Background: an optimization exercise with open tools, aiming at small area, a short achievable clock period and few clock cycles. Do not read the settings as production practice. In this exercise RTL edits were held to simulation tests only and were not proved equivalent to the original. Power and IR drop assume default switching activity.

<file path="flow/config.mk">
export PLATFORM = sky130hd
export DESIGN_NAME = movegen_top
export DESIGN_NICKNAME = movegen_top
export VERILOG_FILES = /design/flow/design.v
export SDC_FILE = /design/flow/constraint.sdc
export NUM_CORES = 4
export LEC_CHECK = 0
export CAP_MARGIN = 20
export CORE_MARGIN = 2
export CORE_UTILIZATION = 65
export CTS_CLUSTER_DIAMETER = 80
export CTS_CLUSTER_SIZE = 24
export SLEW_MARGIN = 20
</file>
<file path="flow/flow/run.sh">
#!/bin/bash
# The standard layout, with timing repair aimed below the clock period: the
# repair steps keep working on any path slower than 9.0 - SETUP_SLACK_MARGIN ns.
# The clock period, constraints and synthesis are the standard flow's own.
set -euo pipefail
export SETUP_SLACK_MARGIN=6.35
bash standard.sh > standard_flow.log 2>&1
</file>
<file path="flow/constraint.sdc">
create_clock -name core_clock -period 9.0 [get_ports {clk}]
set_input_delay 1.8000 -clock core_clock [delete_from_list [all_inputs] [get_ports {clk}]]
set_output_delay 1.8000 -clock core_clock [all_outputs]
set_load 0.01 [all_outputs]
</file>
<file path="flow/design.v">
package movegen_pkg;
  typedef logic [5:0] square_t;
  typedef logic [2:0] rank_t;
  typedef logic [2:0] piece_t;
  typedef logic [3:0] pos_data_t;
  typedef logic [9:0] stack_entry_t;
  typedef logic [17:0] uci_move_t;
  typedef logic [255:0] board_t;
  localparam int NUM_SQUARES = 64;
  localparam int COLOUR_BIT = 3;
  localparam int ENTRY_FULL = 9;
  localparam piece_t PIECE_NONE = 3'd0;
  localparam piece_t PIECE_KING = 3'd1;
  localparam piece_t PIECE_KNIGHT = 3'd5;
  localparam int STACK_DEPTH_DEFAULT = 16;
endpackage
module movegen_board_load (
  input  logic                   clk,
  input  logic                   i_rst_n,
  input  logic                   i_pos_valid,
  input  logic                   i_pos_sop,
  input  movegen_pkg::pos_data_t i_pos_data,
  output logic                   o_valid,
  output logic                   o_sop,
  output movegen_pkg::pos_data_t o_data,
  output movegen_pkg::square_t   o_square,
  output movegen_pkg::board_t    o_board
);
  movegen_pkg::board_t    board_q;
  movegen_pkg::square_t   count_q;
  always_ff @(posedge clk) begin
    if (i_pos_valid) begin
      board_q <= {i_pos_data, board_q[255:4]};
    end
  end
  assign o_square = i_pos_sop ? movegen_pkg::square_t'(0) : count_q;
  always_ff @(posedge clk) begin
    if (i_pos_valid) begin
      count_q <= movegen_pkg::square_t'(o_square + 1'b1);
    end
  end
  assign o_valid = i_pos_valid;
  assign o_sop = i_pos_sop;
  assign o_data = i_pos_data;
  assign o_board = board_q;
endmodule
module movegen_piece_stack (
  input  logic                   clk,
  input  logic                   i_valid,
  input  logic                   i_sop,
  input  movegen_pkg::pos_data_t i_data,
  input  movegen_pkg::square_t   i_square,
  output logic [1:0][2:0][6:0]   o_list,
  output logic [1:0][1:0]        o_count,
  output logic [1:0]             o_ovf,
  output logic [1:0]             o_first_v,
  output logic [1:0][6:0]        o_first
);
  logic [1:0][2:0][6:0] list_q;
  logic [1:0][1:0]      count_q;
  logic [1:0]           ovf_q;
  logic                 leaper;
  logic [1:0]           hit;
  logic [6:0]           entry;
  assign leaper = i_data[0] & ~i_data[1];
  assign hit[1] = i_valid & leaper & i_data[movegen_pkg::COLOUR_BIT];
  assign hit[0] = i_valid & leaper & ~i_data[movegen_pkg::COLOUR_BIT];
  assign entry = {i_data[2], i_square};
  always_ff @(posedge clk) begin
    for (int c = 0; c < 2; c++) begin
      if (i_valid & i_sop) begin
        count_q[c] <= {1'b0, hit[c]};
        ovf_q[c] <= 1'b0;
      end else if (hit[c]) begin
        if (count_q[c] == 2'd3) begin
          ovf_q[c] <= 1'b1;
        end else begin
          count_q[c] <= count_q[c] + 2'd1;
        end
      end
      if (hit[c]) begin
        list_q[c] <= {list_q[c][1:0], entry};
      end
    end
  end
  assign o_list = list_q;
  assign o_count = count_q;
  assign o_ovf = ovf_q;
  always_comb begin
    for (int c = 0; c < 2; c++) begin
      o_first_v[c] = (count_q[c] != 2'd0);
      o_first[c] = list_q[c][0];
    end
  end
endmodule
module movegen_leaper_targets (
  input  movegen_pkg::square_t i_square,
  input  logic                 i_knight,
  output logic [7:0]           o_onboard
);
  movegen_pkg::rank_t r;
  movegen_pkg::rank_t f;
  assign r = i_square[5:3];
  assign f = i_square[2:0];
  always_comb begin
    if (i_knight) begin
      o_onboard[0] = (r >= 3'd2) & (f >= 3'd1);
      o_onboard[1] = (r >= 3'd2) & (f <= 3'd6);
      o_onboard[2] = (r >= 3'd1) & (f >= 3'd2);
      o_onboard[3] = (r >= 3'd1) & (f <= 3'd5);
      o_onboard[4] = (r <= 3'd6) & (f >= 3'd2);
      o_onboard[5] = (r <= 3'd6) & (f <= 3'd5);
      o_onboard[6] = (r <= 3'd5) & (f >= 3'd1);
      o_onboard[7] = (r <= 3'd5) & (f <= 3'd6);
    end else begin
      o_onboard[0] = (r >= 3'd1) & (f >= 3'd1);
      o_onboard[1] = (r >= 3'd1);
      o_onboard[2] = (r >= 3'd1) & (f <= 3'd6);
      o_onboard[3] = (f >= 3'd1);
      o_onboard[4] = (f <= 3'd6);
      o_onboard[5] = (r <= 3'd6) & (f >= 3'd1);
      o_onboard[6] = (r <= 3'd6);
      o_onboard[7] = (r <= 3'd6) & (f <= 3'd6);
    end
  end
endmodule
module movegen_dest_scan (
  input  movegen_pkg::square_t i_square,
  input  logic                 i_knight,
  input  logic [7:0]           i_avail,
  output movegen_pkg::square_t o_to,
  output logic [7:0]           o_rest
);
  logic [7:0]         pick;
  movegen_pkg::rank_t r;
  movegen_pkg::rank_t f;
  movegen_pkg::rank_t rm2, rm1, rp1, rp2;
  movegen_pkg::rank_t fm2, fm1, fp1, fp2;
  logic [4:0]         rs;
  logic [4:0]         fs;
  assign pick = i_avail & ~(i_avail - 8'd1);
  assign o_rest = i_avail & ~pick;
  assign r = i_square[5:3];
  assign f = i_square[2:0];
  assign rm2 = r - 3'd2;
  assign rm1 = r - 3'd1;
  assign rp1 = r + 3'd1;
  assign rp2 = r + 3'd2;
  assign fm2 = f - 3'd2;
  assign fm1 = f - 3'd1;
  assign fp1 = f + 3'd1;
  assign fp2 = f + 3'd2;
  always_comb begin
    if (i_knight) begin
      rs = {pick[7] | pick[6], pick[5] | pick[4], 1'b0, pick[3] | pick[2], pick[1] | pick[0]};
      fs = {pick[5] | pick[3], pick[7] | pick[1], 1'b0, pick[6] | pick[0], pick[4] | pick[2]};
    end else begin
      rs = {1'b0, pick[7] | pick[6] | pick[5], pick[4] | pick[3], pick[2] | pick[1] | pick[0], 1'b0};
      fs = {1'b0, pick[7] | pick[4] | pick[2], pick[6] | pick[1], pick[5] | pick[3] | pick[0], 1'b0};
    end
  end
  assign o_to[5:3] = ({3{rs[0]}} & rm2) | ({3{rs[1]}} & rm1) | ({3{rs[2]}} & r) |
                     ({3{rs[3]}} & rp1) | ({3{rs[4]}} & rp2);
  assign o_to[2:0] = ({3{fs[0]}} & fm2) | ({3{fs[1]}} & fm1) | ({3{fs[2]}} & f) |
                     ({3{fs[3]}} & fp1) | ({3{fs[4]}} & fp2);
endmodule
module movegen_uci_out (
  input  logic                   clk,
  input  logic                   i_rst_n,
  input  logic                   i_start,
  input  logic                   i_side,
  input  logic                   i_valid,
  input  logic                   i_fin,
  input  logic                   i_knight,
  input  movegen_pkg::square_t   i_from,
  input  movegen_pkg::square_t   i_to,
  input  movegen_pkg::pos_data_t i_code,
  output logic                   o_uci_valid,
  output movegen_pkg::uci_move_t o_uci_data,
  output logic                   o_uci_sop,
  output logic                   o_uci_eop
);
  logic                   own;
  logic                   mv;
  movegen_pkg::uci_move_t word;
  logic [15:0]            pend_w;
  logic [15:0]            out_w;
  logic                   pend_v;
  logic                   first;
  logic                   out_pend;
  assign own = (i_code[2:0] != movegen_pkg::PIECE_NONE) &
               (i_code[movegen_pkg::COLOUR_BIT] == i_side);
  assign mv = i_valid & ~own;
  assign word = {i_knight ? movegen_pkg::PIECE_KNIGHT : movegen_pkg::PIECE_KING,
                 i_from, i_code[2:0], i_to};
  assign out_pend = pend_v & (mv | i_fin);
  always_ff @(posedge clk) begin
    if (mv) begin
      pend_w <= {word[17], word[14:0]};
    end
    out_w <= pend_w;
  end
  assign o_uci_data = {out_w[15], 2'b01, out_w[14:0]};
  always_ff @(posedge clk or negedge i_rst_n) begin
    if (!i_rst_n) begin
      pend_v <= 1'b0;
      first <= 1'b0;
      o_uci_valid <= 1'b0;
      o_uci_sop <= 1'b0;
      o_uci_eop <= 1'b0;
    end else if (i_start) begin
      pend_v <= 1'b0;
      first <= 1'b1;
      o_uci_valid <= 1'b0;
      o_uci_sop <= 1'b0;
      o_uci_eop <= 1'b0;
    end else begin
      o_uci_valid <= out_pend;
      o_uci_sop <= out_pend & first;
      o_uci_eop <= i_fin;
      if (out_pend) begin
        first <= 1'b0;
      end
      if (mv) begin
        pend_v <= 1'b1;
      end else if (i_fin) begin
        pend_v <= 1'b0;
      end
    end
  end
endmodule
module movegen_top #(
  parameter int STACK_DEPTH = movegen_pkg::STACK_DEPTH_DEFAULT
) (
  input  logic                   clk,
  input  logic                   i_rst_n,
  input  logic                   i_pos_valid,
  input  logic                   i_pos_sop,
  input  movegen_pkg::pos_data_t i_pos_data,
  input  logic                   i_wtp,
  input  logic                   i_start,
  output logic                   o_uci_valid,
  output movegen_pkg::uci_move_t o_uci_data,
  output logic                   o_uci_sop,
  output logic                   o_uci_eop
);
  logic                   ld_valid;
  logic                   ld_sop;
  movegen_pkg::pos_data_t ld_data;
  movegen_pkg::square_t   ld_square;
  movegen_pkg::board_t    board;
  movegen_board_load u_board_load (
    .clk         (clk),
    .i_rst_n     (i_rst_n),
    .i_pos_valid (i_pos_valid),
    .i_pos_sop   (i_pos_sop),
    .i_pos_data  (i_pos_data),
    .o_valid     (ld_valid),
    .o_sop       (ld_sop),
    .o_data      (ld_data),
    .o_square    (ld_square),
    .o_board     (board)
  );
  logic [1:0][2:0][6:0] list;
  logic [1:0][1:0]      count;
  logic [1:0]           ovf;
  logic [1:0]           first_v;
  logic [1:0][6:0]      first;
  movegen_piece_stack u_piece_stack (
    .clk       (clk),
    .i_valid   (ld_valid),
    .i_sop     (ld_sop),
    .i_data    (ld_data),
    .i_square  (ld_square),
    .o_list    (list),
    .o_count   (count),
    .o_ovf     (ovf),
    .o_first_v (first_v),
    .o_first   (first)
  );
  logic                 act;
  logic                 side_q;
  logic                 scan_q;
  logic [1:0]           idx_q;
  logic                 nxt_fresh;
  logic                 nxt_has;
  movegen_pkg::square_t nxt_sq;
  logic                 nxt_kn;
  movegen_pkg::square_t cur_sq;
  logic                 cur_kn;
  logic [7:0]           rem_q;
  logic                 empty_q;
  movegen_pkg::square_t scan_sq;
  logic                 scan_more;
  logic                   d_v;
  logic                   d_probe;
  logic                   d_fin;
  movegen_pkg::square_t   d_to;
  movegen_pkg::square_t   d_from;
  logic                   d_kn;
  logic                   r_v;
  logic                   r_probe;
  logic                   r_fin;
  movegen_pkg::pos_data_t r_code;
  movegen_pkg::square_t   r_to;
  movegen_pkg::square_t   r_from;
  logic                   r_kn;
  logic [2:0][6:0]      side_list;
  logic [1:0]           side_count;
  logic                 side_ovf;
  logic                 nxt_has_c;
  logic [6:0]           nxt_c;
  assign side_list = list[side_q];
  assign side_count = count[side_q];
  assign side_ovf = ovf[side_q];
  assign nxt_c = idx_q[0] ? side_list[2] : side_list[1];
  assign nxt_has_c = ~idx_q[1] & (idx_q[0] ? (side_count == 2'd3) : side_count[1]);
  logic [7:0]           first_ob;
  logic [7:0]           nxt_ob;
  movegen_leaper_targets u_first_targets (
    .i_square  (first[i_wtp][5:0]),
    .i_knight  (first[i_wtp][6]),
    .o_onboard (first_ob)
  );
  movegen_leaper_targets u_nxt_targets (
    .i_square  (nxt_sq),
    .i_knight  (nxt_kn),
    .o_onboard (nxt_ob)
  );
  logic                 use_nxt;
  logic                 take;
  logic                 can;
  logic                 fin;
  logic                 go_scan;
  logic                 hit;
  logic                 s_issue;
  logic                 s_fin;
  movegen_pkg::square_t src_sq;
  logic                 src_kn;
  logic [7:0]           src_av;
  movegen_pkg::square_t to_sq;
  logic [7:0]           rest;
  assign use_nxt = empty_q;
  assign take = act & use_nxt & nxt_fresh & nxt_has;
  assign fin = act & ~scan_q & use_nxt & nxt_fresh & ~nxt_has & ~side_ovf;
  assign go_scan = act & ~scan_q & use_nxt & nxt_fresh & ~nxt_has & side_ovf;
  assign hit = r_probe & r_code[0] & ~r_code[1] & (r_code[movegen_pkg::COLOUR_BIT] == side_q);
  assign s_issue = act & scan_q & use_nxt & ~nxt_has & ~hit & scan_more;
  assign s_fin = act & scan_q & use_nxt & ~nxt_has & ~hit & ~scan_more & ~d_probe;
  assign src_sq = use_nxt ? nxt_sq : cur_sq;
  assign src_kn = use_nxt ? nxt_kn : cur_kn;
  assign src_av = use_nxt ? nxt_ob : rem_q;
  assign can = act & (~use_nxt | take);
  movegen_dest_scan u_dest_scan (
    .i_square (src_sq),
    .i_knight (src_kn),
    .i_avail  (src_av),
    .o_to     (to_sq),
    .o_rest   (rest)
  );
  always_ff @(posedge clk or negedge i_rst_n) begin
    if (!i_rst_n) begin
      act <= 1'b0;
      rem_q <= '0;
      empty_q <= 1'b1;
      nxt_fresh <= 1'b0;
      scan_q <= 1'b0;
    end else if (i_start) begin
      act <= 1'b1;
      rem_q <= first_v[i_wtp] ? first_ob : 8'd0;
      empty_q <= ~first_v[i_wtp];
      nxt_fresh <= 1'b0;
      scan_q <= 1'b0;
    end else begin
      if (fin | s_fin) begin
        act <= 1'b0;
      end
      if (go_scan) begin
        scan_q <= 1'b1;
      end
      if (can) begin
        rem_q <= rest;
        empty_q <= (rest == 8'd0);
      end
      nxt_fresh <= scan_q | ~take;
    end
  end
  always_ff @(posedge clk) begin
    if (i_start) begin
      side_q <= i_wtp;
      idx_q <= 2'd0;
      cur_sq <= first[i_wtp][5:0];
      cur_kn <= first[i_wtp][6];
    end else begin
      if (take) begin
        idx_q <= idx_q + 2'd1;
      end
      if (can) begin
        cur_sq <= src_sq;
        cur_kn <= src_kn;
      end
    end
    if (go_scan) begin
      scan_sq <= cur_sq - 6'd1;
      scan_more <= (cur_sq != 6'd0);
    end else if (scan_q & take) begin
      scan_sq <= nxt_sq - 6'd1;
      scan_more <= (nxt_sq != 6'd0);
    end else if (s_issue) begin
      scan_sq <= scan_sq - 6'd1;
      scan_more <= (scan_sq != 6'd0);
    end
    if (!scan_q) begin
      nxt_has <= nxt_has_c;
      nxt_sq <= nxt_c[5:0];
      nxt_kn <= nxt_c[6];
    end else if (hit) begin
      nxt_has <= 1'b1;
      nxt_sq <= r_to;
      nxt_kn <= r_code[2];
    end else if (take) begin
      nxt_has <= 1'b0;
    end
  end
  always_ff @(posedge clk or negedge i_rst_n) begin
    if (!i_rst_n) begin
      d_v <= 1'b0;
      d_probe <= 1'b0;
      d_fin <= 1'b0;
      r_v <= 1'b0;
      r_probe <= 1'b0;
      r_fin <= 1'b0;
    end else if (i_start) begin
      d_v <= 1'b0;
      d_probe <= 1'b0;
      d_fin <= 1'b0;
      r_v <= 1'b0;
      r_probe <= 1'b0;
      r_fin <= 1'b0;
    end else begin
      d_v <= can;
      d_probe <= s_issue;
      d_fin <= fin | s_fin;
      r_v <= d_v;
      r_probe <= d_probe & ~hit;
      r_fin <= d_fin;
    end
  end
  always_ff @(posedge clk) begin
    d_to <= (scan_q & use_nxt & ~nxt_has) ? scan_sq : to_sq;
    d_from <= src_sq;
    d_kn <= src_kn;
    r_code <= board[{d_to, 2'b00} +: 4];
    r_to <= d_to;
    r_from <= d_from;
    r_kn <= d_kn;
  end
  movegen_uci_out u_uci_out (
    .clk         (clk),
    .i_rst_n     (i_rst_n),
    .i_start     (i_start),
    .i_side      (side_q),
    .i_valid     (r_v),
    .i_fin       (r_fin),
    .i_knight    (r_kn),
    .i_from      (r_from),
    .i_to        (r_to),
    .i_code      (r_code),
    .o_uci_valid (o_uci_valid),
    .o_uci_data  (o_uci_data),
    .o_uci_sop   (o_uci_sop),
    .o_uci_eop   (o_uci_eop)
  );
endmodule
</file>
<file path="flow/standard.sh">
#!/bin/bash
# synth_recipe.tcl (not shown) runs the flow's synth.tcl, then flattens the netlist and writes it again
# the make line also repeats each setting of config.mk as NAME=value (left out here)
make -C /OpenROAD-flow-scripts/flow DESIGN_CONFIG=/design/flow/config.mk WORK_HOME=/design/flow/orfs CLKGATE_MAP_FILE= SYNTH_SCRIPT=/design/flow/synth_recipe.tcl "${@:-finish}"
</file>
==> results.sh <==
export IMPL_power_per_cell_area_nw_per_um2=242.7
export IMPL_root_buffer="clkbuf_16"
export IMPL_drc=0
export IMPL_synth_top_area_cell="edfxtp_1"
export IMPL_rsz0062_at_grt="true"
export IMPL_drt_iter0_drc=1038
export IMPL_gp_congestion=0.8617
export IMPL_fillCellCount=1534
export IMPL_cpLargestDelayFamily="flip-flops"
export IMPL_tritoncts="yes"
export IMPL_place_worst_setup_slack_ns=4.977
export IMPL_status="finished clean"
export IMPL_diodes=0
export IMPL_synth_edff_count=345
export IMPL_vias_in_the_first_global_route=8210
export IMPL_routedWlPerCell_um=23.97
export IMPL_multiInputGateArea_um2=4332
export IMPL_final_setup_tns_ns=0
export IMPL_critPathArrivalTime_ns=1.03
export IMPL_cts_buffers=21
export IMPL_number_of_placement_rows=58
export IMPL_drt_first_pass_iters=5
export IMPL_initial_utilization=0.6575
export IMPL_max_cap_check_violation_count=0
export IMPL_timing_max_slew_rel_slack=0.3718
export IMPL_flow_area_growth_from_synthesis_pct=9.688
export IMPL_critical_path_reg2reg_startpoint="empty_q"
export IMPL_cp_cell_sequence="buf_2"
export IMPL_place_detailed_instances=1243
export IMPL_tritoncts_num_sinks=420
export IMPL_overflow=0
export IMPL_yosysWarnings=6
export IMPL_synth_top_cells_by_area="edfxtp_1 63%, mux4_2 12%, dfxtp_1 6.3%, dfrtp_1 3.4%, mux2i_1 1.7%"
export IMPL_worstPathRequired_ns=7.20
export IMPL_setup_violations=0
export IMPL_grt_util_all_layers=0.2429
export IMPL_critPathSlowestCell="dfrtp_1"
export IMPL_die_y_um=162.9
export IMPL_clock_insertion_delay_worst_skew_ns=0.53
export IMPL_ctsLongestPathBuffers=3
export IMPL_hold_wc_startpoint="d_from[2]"
export IMPL_worst_slew_pin_slew_ns=0.9423
export IMPL_achievable_clock_frequency_mhz=353.3
export IMPL_hold_path_class="register to register"
export IMPL_clock_transition_at_path_regs_ns=0.09
export IMPL_yosysUniqueCellTypes=64
export IMPL_timing_critical_path_from_type="register"
export IMPL_synthMostInstantiatedCell="edfxtp_1"
export IMPL_cts_h_tree_lvls=1
export IMPL_worstSetupPathType="register to primary output"
export IMPL_number_of_buffers_added_on_ports=28
export IMPL_finalCritPeriodShare=0.3145
export IMPL_setup_slack_ns=6.169
export IMPL_postLayoutCoreUtil=0.7212
export IMPL_timing_max_transition_violations_final=0
export IMPL_boundaryPins=31
export IMPL_antenna_violating_nets_post_route=0
export IMPL_synth_ff_latch_count=420
export IMPL_die_width_um=162.9
export IMPL_synthesis_nets=942
export IMPL_routed_via_count=8349
export IMPL_mapped_cell_area_um2=16410
export IMPL_die_area_um2=26540
export IMPL_synth_seq_area_share=0.7297
export IMPL_synth_top_area_share=0.6311
export IMPL_register_area_um2=11990
export IMPL_drive_gt1_frac=0.2225
export IMPL_worst_path_largest_cell_delay_ns=0.37
export IMPL_dominantRegCellSynth="edfxtp_1"
export IMPL_postSynth_asyncResetShare=0.05476
export IMPL_cp_max_fo=1
export IMPL_core_um2=24960
export IMPL_via_per_inst=6.417
export IMPL_cp_end_kind="primary output"
export IMPL_grt_antenna_before_repair=0
export IMPL_detail_route_wirelength_um=31190
export IMPL_setup_worst_path_start="u_uci_out.o_uci_sop"
export IMPL_synth_cells=922
export IMPL_pin_count_of_the_biggest_net_entering_global_routing=75
export IMPL_finalNonFillerCells=1301
export IMPL_timing_final_crit_period_ns=2.831
export IMPL_clock_skew_ns=0.01818
export IMPL_fin_nets=977
export IMPL_number_of_hold_buffers_added_after_cts=0
export IMPL_hpwl_um=19020
export IMPL_final_hold_slack_ns=0.3332
export IMPL_synthesis_area_per_instance_um2=17.80
export IMPL_wire_length_of_the_first_global_routing_pass_um=48420
export IMPL_hold_viol_final=0
export IMPL_leakagePower_nw=6.213
export IMPL_timing_critical_path_buf_inv=1
export IMPL_ys_top_cells_by_count="345 x edfxtp_1, 91 x mux4_2, 55 x nand2_1"
export IMPL_max_vdd_ir_drop_mv=0.1836
-- flip-flops by register name, summed over array words and instances, names as in the netlist, 6 cells and up --
register and cells:
d_from 6, d_to 6, u_board_load.count_q 6, scan_sq 6
u_uci_out.pend_w 16, rem_q 8, r_to 6, u_board_load.board_q 256
r_from 6, cur_sq 6, u_piece_stack.list_q 42, nxt_sq 6
u_uci_out.out_w 16
-- cells in the final DEF, fill, tap and decap left out, drive strengths merged, types with 10 or more instances in the layout --
cell type	instances
nand2	55
nor3	16
nor2	53
ha	10
edfxtp	345
dfrtp	22
dfxtp	52
nand3	12
o21ai	20
buf	47
nor2b	11
mux4	91
clkbuf	36
a21oi	42
inv	19
mux2i	28
-- where the power goes --
group	leakage [nW]	total (mW)	internal (mW)	switching, mW
Sequential	4.07	2.39	2.28	0.120
Combinational	1.86	0.973	0.509	0.464
Clock	0.284	1.00	0.446	0.555
Total	6.21	4.37	3.23	1.14
-- layer usage --
layer / track usage / wire (um) / up-vias
met5: 0 / 0 / -
met1: 0.3806 / 13710 / 4289
met3: 0.03438 / 2083 / 46
met4: 0.06275 / 682 / 0
li1: - / - / 3685
met2: 0.3700 / 14710 / 329
-- final timing paths --
kind                              to  depth (start not counted)  slack [ns]
min in group asynchronous   rem_q[0]                          1        1.25
hold / removal             r_from[2]                          0        0.33
hold reg to reg            r_from[2]                          0        0.33
setup / recovery           o_uci_sop                          1        6.17
max in group asynchronous      d_fin                          1        7.38
setup reg to reg           scan_more                          8        6.43
-- timing repair --
item | in CTS | in global routing
setup endpoints to repair | 255 | 40
gates cloned | 3 | 1
buffers inserted | 13 | 4
pin swaps | 3 | 1
gates resized for setup | 124 | 22
-- through the flow --
step	instance area (um2)	power [mW]
floorplan	16500	3.070
global placement	17040	3.323
detailed placement	17040	3.348
CTS	17870	4.388
global route	18000	4.545
finish	18000	4.369
-- cell families after synthesis --
logic type,Yosys count,synth area share
buffers and inverters,65,0.01715
XOR/XNOR,16,0.008538
multiplexers,121,0.1433
AO/OA/AOI/OAI,108,0.04147
flip-flops,420,0.7297
AND/OR/NAND/NOR,179,0.05107
adder cells (fa/ha/maj),11,0.008309
other,2,0.0004575
-- cell type report --
type / count / share of cell area
Clock buffer: 35 / 0.03211
Clock inverter: 2 / 0.0009729
Inverter: 20 / 0.004378
Multi-Input combinational cell: 438 / 0.2406
Sequential cell: 420 / 0.6662
Tap cell: 330 / 0.02293
Timing Repair Buffer: 55 / 0.03245
Timing Repair inverter: 1 / 0.0004170
Testbench counts, summed over its fixed seeds: cycles 29,871.

-- port drivers added, routing unchanged --
How much do the figures lean on ideal ports? The routed layout below was timed once more, with nothing changed but the port constraints. Step 1: set_driving_cell puts a clkbuf_16 on clk and a buf_2 on each other input, an assumption about the parent block. Step 2, shift: input delay + t, output delay - t, t = (earliest + latest rising clock arrival at the registers) / 2. This alone moves slack from input paths to output paths. Slacks: ideal ports / drivers / drivers and shift; pairs: ideal ports / drivers.
t (ns): 0.567
setup slack, ns: 6.169 / 6.120 / 5.793
clock arrival spread, ns: 0.022 / 0.022
After both steps setup and hold are still met in this run. The setup slack of this run moves by -0.049 ns with the drivers and by -0.376 ns with both steps.
